Background: an optimization exercise with open tools, aiming at small area. Do not read the settings as production practice. Only simulation tests tie the RTL to the original design; equivalence was not proved. No driver is modelled on the clock port, so clock power and skew are understated where the tree is cut down; a real chip needs a root buffer or a tree. No activity file was given, so power comes from the tool's default toggle rates.

try-garnet:
==> flow/design.v <==
`timescale 1ns/100ps
module iwdg_top
#(
  parameter logic [31:0] BASE_ADR = 32'h0100_0000,
  parameter int          FIFO_AW  = 4
) (
  input  logic        clk,
  input  logic        rst,
  input  logic        cyc_m2s,
  input  logic        stb_m2s,
  input  logic        we_m2s,
  input  logic [31:0] adr_m2s,
  input  logic [15:0] dat_m2s,
  output logic [15:0] dat_s2m,
  output logic        ack_s2m,
  output logic        iwdg_rst
);
  logic [2:0]  ph;
  logic [2:0]  ph_n;
  logic        ph0, ph1, ph4, ph5, ph7;
  logic        ph_clr;
  logic        mapped;
  logic [3:0]  s;
  logic [15:0] key;
  logic [11:0] rlr;
  logic [2:0]  pr;
  logic [1:0]  st;
  logic        nr;
  logic        wr;
  logic        w_kr, w_pr, w_rlr, w_st;
  logic        key_acc, key_cnt, key_rel;
  logic        kr5;
  assign mapped = (adr_m2s[31:4] == BASE_ADR[31:4]) && (adr_m2s[1:0] == 2'b00);
  assign s[0] = (adr_m2s[3:2] == 2'd0);
  assign s[1] = (adr_m2s[3:2] == 2'd1);
  assign s[2] = (adr_m2s[3:2] == 2'd2);
  assign s[3] = (adr_m2s[3:2] == 2'd3);
  assign ph0 = (ph == 3'd0);
  assign ph1 = (ph == 3'd1);
  assign ph4 = (ph == 3'd4);
  assign ph5 = (ph == 3'd5);
  assign ph7 = (ph == 3'd7);
  assign ph_clr = rst | (ph0 & ~(cyc_m2s & stb_m2s)) | (ph1 & ~mapped);
  assign ph_n   = (ph + 3'd1) & {3{~ph_clr}};
  always_ff @(posedge clk) ph <= ph_n;
  assign ack_s2m = ph7 | (ph1 & ~mapped);
  assign nr      = ~rst;
  assign wr      = ph4 & we_m2s;
  assign key_acc = (key == 16'h5555);
  assign key_cnt = (key == 16'hCCCC);
  assign key_rel = (key == 16'hAAAA);
  assign w_kr    = wr & s[0];
  assign w_pr    = wr & s[1] & key_acc & ~(&dat_m2s[2:0]);
  assign w_rlr   = wr & s[2] & key_acc;
  assign w_st    = wr;
  always_ff @(posedge clk) begin
    key   <= (dat_m2s & {16{w_kr & nr}}) | (key & {16{~w_kr & nr}});
    rlr   <= (dat_m2s[11:0] & {12{w_rlr}}) | (rlr & {12{~w_rlr}}) | {12{rst}};
    pr    <= (dat_m2s[2:0] & {3{w_pr & nr}}) | (pr & {3{~w_pr & nr}});
    st[1] <= ((kr5 & key_rel) | (wr & s[3] & dat_m2s[1]) | (~w_st & ~kr5 & st[1])) & nr;
    st[0] <= (w_pr | (wr & s[3] & dat_m2s[0]) | (~w_st & st[0])) & nr;
  end
  logic [3:0] g;
  assign g = s & {4{ph[2]}};
  assign dat_s2m = (key & {16{g[0]}})
                 | ({13'd0, pr} & {16{g[1]}})
                 | ({4'd0, rlr} & {16{g[2]}})
                 | ({14'd0, st} & {16{g[3]}});
  logic        reload;
  logic        hold_cnt;
  logic [7:0]  pre;
  logic [8:0]  e;        
  logic [7:0]  pre_inc;
  logic [5:0]  thr;      
  logic        tick;
  logic        pre_clr;
  logic [12:0] cnt;
  logic [12:0] b;        
  assign kr5    = ph5 & we_m2s & s[0];
  assign reload = kr5 & key_rel;
  assign e[0] = key_cnt;
  for (genvar i = 0; i < 8; i++) begin : g_pre
    assign e[i+1]     = e[i] & pre[i];
    assign pre_inc[i] = pre[i] ^ e[i];
  end
  assign thr[0] = (pr == 3'd0);
  assign thr[1] = (pr <= 3'd1);
  assign thr[2] = (pr <= 3'd2);
  assign thr[3] = (pr <= 3'd3);
  assign thr[4] = (pr <= 3'd4);
  assign thr[5] = (pr <= 3'd5);
  assign tick = e[8] | (|(pre_inc[7:2] & thr));
  assign pre_clr = rst | reload | (key_cnt & tick);
  always_ff @(posedge clk) pre <= pre_inc & {8{~pre_clr}};
  assign b[0] = key_cnt & tick & ~cnt[12];
  for (genvar i = 0; i < 12; i++) begin : g_cnt
    assign b[i+1] = b[i] & ~cnt[i];
  end
  assign hold_cnt = ~reload;
  always_ff @(posedge clk) begin
    cnt[11:0] <= ((cnt[11:0] ^ b[11:0]) & {12{hold_cnt}}) | (rlr & {12{reload}}) | {12{rst}};
    cnt[12]   <= (cnt[12] | b[12]) & hold_cnt & nr;
  end
  assign iwdg_rst = cnt[12];
endmodule
export LEC_CHECK = 0
export ABC_AREA = 1
export CAP_MARGIN = 0
export CORE_MARGIN = 2
export CORE_UTILIZATION = 70
export GPL_TIMING_DRIVEN = 0
export SLEW_MARGIN = 0
create_clock -name core_clock -period 8.0 [get_ports {clk}]
standard.sh (not shown) runs the stock make flow with config.mk's settings and CLKGATE_MAP_FILE= SYNTH_SCRIPT=/design/flow/synth_recipe.tcl, a recipe that flattens the netlist after the stock synthesis.
==> flow/flow/run.sh <==
#!/bin/bash
# Own layout flow: the standard synthesis, its gates re-mapped for area
# (registers untouched), then the standard ORFS layout with lighter port
# buffers and a smaller clock tree. Each tool writes its own log here.
set -euo pipefail
here=$(pwd)
plat=${FLOW_PLATFORM:-sky130hd}
top=${FLOW_TOP:-iwdg_top}
res=$here/orfs/results/$plat/iwdg_top/base
lib=$FLOW_HOME/platforms/$plat/lib/sky130_fd_sc_hd__tt_025C_1v80.lib
yosys_bin=$FLOW_HOME/../tools/install/yosys/bin/yosys
[[ -x $yosys_bin ]] || yosys_bin=yosys
jobs=${NUM_CORES:-4}

# 1. Standard synthesis, unchanged.
bash standard.sh synth > log_1_synth.log 2>&1
cp "$res/1_2_yosys.v" "$here/1_2_yosys_std.v"

# 2. Re-map the gates between the registers with several ABC runs (different
#    seeds of its randomised AIG optimisation); keep the smallest netlist.
dontuse=$(sed -n '/DONT_USE_CELLS += /,/^$/p' "$FLOW_HOME/platforms/$plat/config.mk" \
  | tr -d '\\' | grep -o 'sky130_fd_sc_hd__[A-Za-z0-9_]*' | sed 's/^/-dont_use /' | tr '\n' ' ')
mkdir -p resynth
run_one() {
  local tag=$1 script=$2
  sed -e "s|@LIB@|$lib|g" -e "s|@IN@|$here/1_2_yosys_std.v|" -e "s|@OUT@|$here/resynth/$tag.v|" \
      -e "s|@TOP@|$top|g" -e "s|@ABC@|$script|" -e "s|@DONTUSE@|$dontuse|" \
      flow/resynth.ys.in > "resynth/$tag.ys"
  "$yosys_bin" -s "resynth/$tag.ys" > "log_2_resynth_$tag.log" 2>&1 || true
}
n=0
for seed in $(seq 0 100); do
  printf '&get -n\n&st\n&deepsyn -T 40 -J 100 -S %s\n&dch -f\n&nf -a -R 1000 -C 32\n&put\n' "$seed" > "resynth/s$seed.abc"
  run_one "s$seed" "$here/resynth/s$seed.abc" &
  n=$((n + 1))
  if (( n % jobs == 0 )); then wait; fi
done
wait
best=""; best_area=""
for log in log_2_resynth_s*.log; do
  tag=${log#log_2_resynth_}; tag=${tag%.log}
  a=$(grep "Chip area for module" "$log" | tail -1 | awk '{print $NF}')
  [[ -n "$a" && -s "resynth/$tag.v" ]] || continue
  if [[ -z "$best" ]] || awk -v a="$a" -v b="$best_area" 'BEGIN{exit !(a < b)}'; then
    best=$tag; best_area=$a
  fi
done
echo "resynth: best $best area $best_area" | tee log_2_resynth_pick.log
if [[ -n "$best" ]]; then
  cp "resynth/$best.v" "$res/1_2_yosys.v"
  rm -f "$res/1_synth.odb" "$res/1_synth.sdc"
fi

# 3. Standard layout from the re-mapped netlist.
bash standard.sh \
  "BUFFER_PORTS_ARGS=-buffer_cell sky130_fd_sc_hd__buf_1" \
  "CTS_ARGS=-sink_clustering_enable -repair_clock_nets -buf_list sky130_fd_sc_hd__clkbuf_4 -root_buf sky130_fd_sc_hd__clkbuf_4 -dont_use_dummy_load" \
  "POST_CTS_TCL=$here/flow/post_cts.tcl" CLK_LEAVES=2 CLK_LEAF_BUF=sky130_fd_sc_hd__clkbuf_16 \
  finish > log_3_layout.log 2>&1
Other scripts of this flow, unchanged in this note and not shown: flow/flow/post_cts.tcl, flow/flow/resynth.ys.in
try-garnet closes out successfully: all stages finished, all timing, DRC and antenna checks passed.
Input changes introduced in try-indigo (baseline for comparison: try-garnet):
# try-garnet
export LEC_CHECK = 0
export ABC_AREA = 1
export CAP_MARGIN = 0
export CORE_MARGIN = 2
export CORE_UTILIZATION = 70
export GPL_TIMING_DRIVEN = 0
export SLEW_MARGIN = 0
create_clock -name core_clock -period 8.0 [get_ports {clk}]
# try-indigo
export LEC_CHECK = 0
export ABC_AREA = 1
export CAP_MARGIN = 0
export CORE_MARGIN = 2
export CORE_UTILIZATION = 55
export SLEW_MARGIN = 0
create_clock -name core_clock -period 8.0 [get_ports {clk}]
--- a/flow/flow/run.sh
+++ b/flow/flow/run.sh
@@ -22 +22 @@
-  | tr -d '\\' | grep -o 'sky130_fd_sc_hd__[A-Za-z0-9_]*' | sed 's/^/-dont_use /' | tr '\n' ' ')
+  | tr -d '\\' | grep -o 'sky130_fd_sc_hd__[A-Za-z0-9_]*' | sed 's/^/-dont_use /' | tr '\n' ' ' || true)
@@ -42 +42 @@
-  a=$(grep "Chip area for module" "$log" | tail -1 | awk '{print $NF}')
+  a=$(grep "Chip area for module" "$log" | tail -1 | awk '{print $NF}' || true)
Notes after the runs:
NOTE: cell count after placement in try-indigo exceeds that of try-garnet
Against try-garnet as the reference, try-indigo delivers a lower final period demand of the worst path.
Diff try-garnet -> try-indigo: final wirelength decreased by 400 um relative to the old numbers; average via count per standard cell went down 6.9%; cell area shows a reduction of 16 um^2; leakage power summed over all cells went down about 0.9%.
In the tables for try-indigo and try-garnet, setup slack reads higher with try-indigo.
Inputs modified between try-indigo and try-juniper:
--- a/flow/flow/run.sh
+++ b/flow/flow/run.sh
@@ -22 +22 @@
-  | tr -d '\\' | grep -o 'sky130_fd_sc_hd__[A-Za-z0-9_]*' | sed 's/^/-dont_use /' | tr '\n' ' ' || true)
+  | tr -d '\\' | grep -o 'sky130_fd_sc_hd__[A-Za-z0-9_]*' | sed 's/^/-dont_use /' | tr '\n' ' ')
@@ -42 +42 @@
-  a=$(grep "Chip area for module" "$log" | tail -1 | awk '{print $NF}' || true)
+  a=$(grep "Chip area for module" "$log" | tail -1 | awk '{print $NF}')
--- outcome ---
Re buffering stage count on the worst path with inverters included: no difference whatsoever between try-indigo and try-juniper. Comparing try-juniper against try-indigo, there is no change at all in layout sequential cell count. The part of the total power dissipated in combinational logic was comparable across try-juniper and try-indigo. try-indigo → try-juniper: final cycle utilization of the critical path roughly the same; instance count along the most critical hold path shows no meaningful change; switching power of the nets roughly the same; standard-cell row count about even.
The following lists how try-onyx was set up differently from try-juniper:
# try-juniper
export LEC_CHECK = 0
export ABC_AREA = 1
export CAP_MARGIN = 0
export CORE_MARGIN = 2
export CORE_UTILIZATION = 55
export SLEW_MARGIN = 0
create_clock -name core_clock -period 8.0 [get_ports {clk}]
# try-onyx
export LEC_CHECK = 0
export ABC_AREA = 1
export CAP_MARGIN = 0
export CORE_MARGIN = 2
export CORE_UTILIZATION = 55
export GPL_TIMING_DRIVEN = 0
export SLEW_MARGIN = 0
create_clock -name core_clock -period 8.0 [get_ports {clk}]
[summary]
- try-onyx ran to completion and came out clean on the timing, DRC and antenna checks.
- Compared with try-juniper, try-onyx shows wire length per cell that has gone up slightly.
- On relative contribution of sequential cells to total power: between try-onyx and try-juniper, it ends up lower for try-onyx.
- try-juniper has lower number of filler cells placed in the layout than try-onyx.
- try-onyx against try-juniper: global-route usage rose 0.60 points, instance count of the mapped netlist about even, total routed wire length on the met1 layer about even, portion of the clock cycle consumed by the worst path in the final layout rose 3.4 points.
- Per the comparison of try-onyx with try-juniper, worst setup slack went down, design area went up 0.78%.
No run of this note takes its clock network from TritonCTS; it comes from the design's own scripts or RTL.

## separate check: timing with driven ports
Ports are ideal in the flow. The routed layouts listed here were re-timed in OpenROAD.
Step 1 assumes that a clkbuf_16 drives the clock port and a buf_2 every other input.
Step 2 adds t to the input delays and takes it off the output delays; t is the mean of the earliest and latest rising clock arrival at the registers after step 1. Input paths then give back, and output paths get back, about the clock's delay inside the block.
Slacks: ideal ports / drivers / drivers and shift; pairs: ideal ports / drivers.
run	t (ns)	setup slack, ns	clock arrival spread, ns	cell pins on the clock port's net
try-garnet	0.209	2.169 / 2.169 / 2.169	0.022 / 0.022	2
try-indigo	0.208	2.360 / 2.360 / 2.360	0.007 / 0.008	2
try-juniper	0.208	2.360 / 2.360 / 2.360	0.007 / 0.008	2
try-onyx	0.213	2.085 / 2.085 / 2.085	0.027 / 0.027	2
After both steps setup and hold are still met in every run listed.
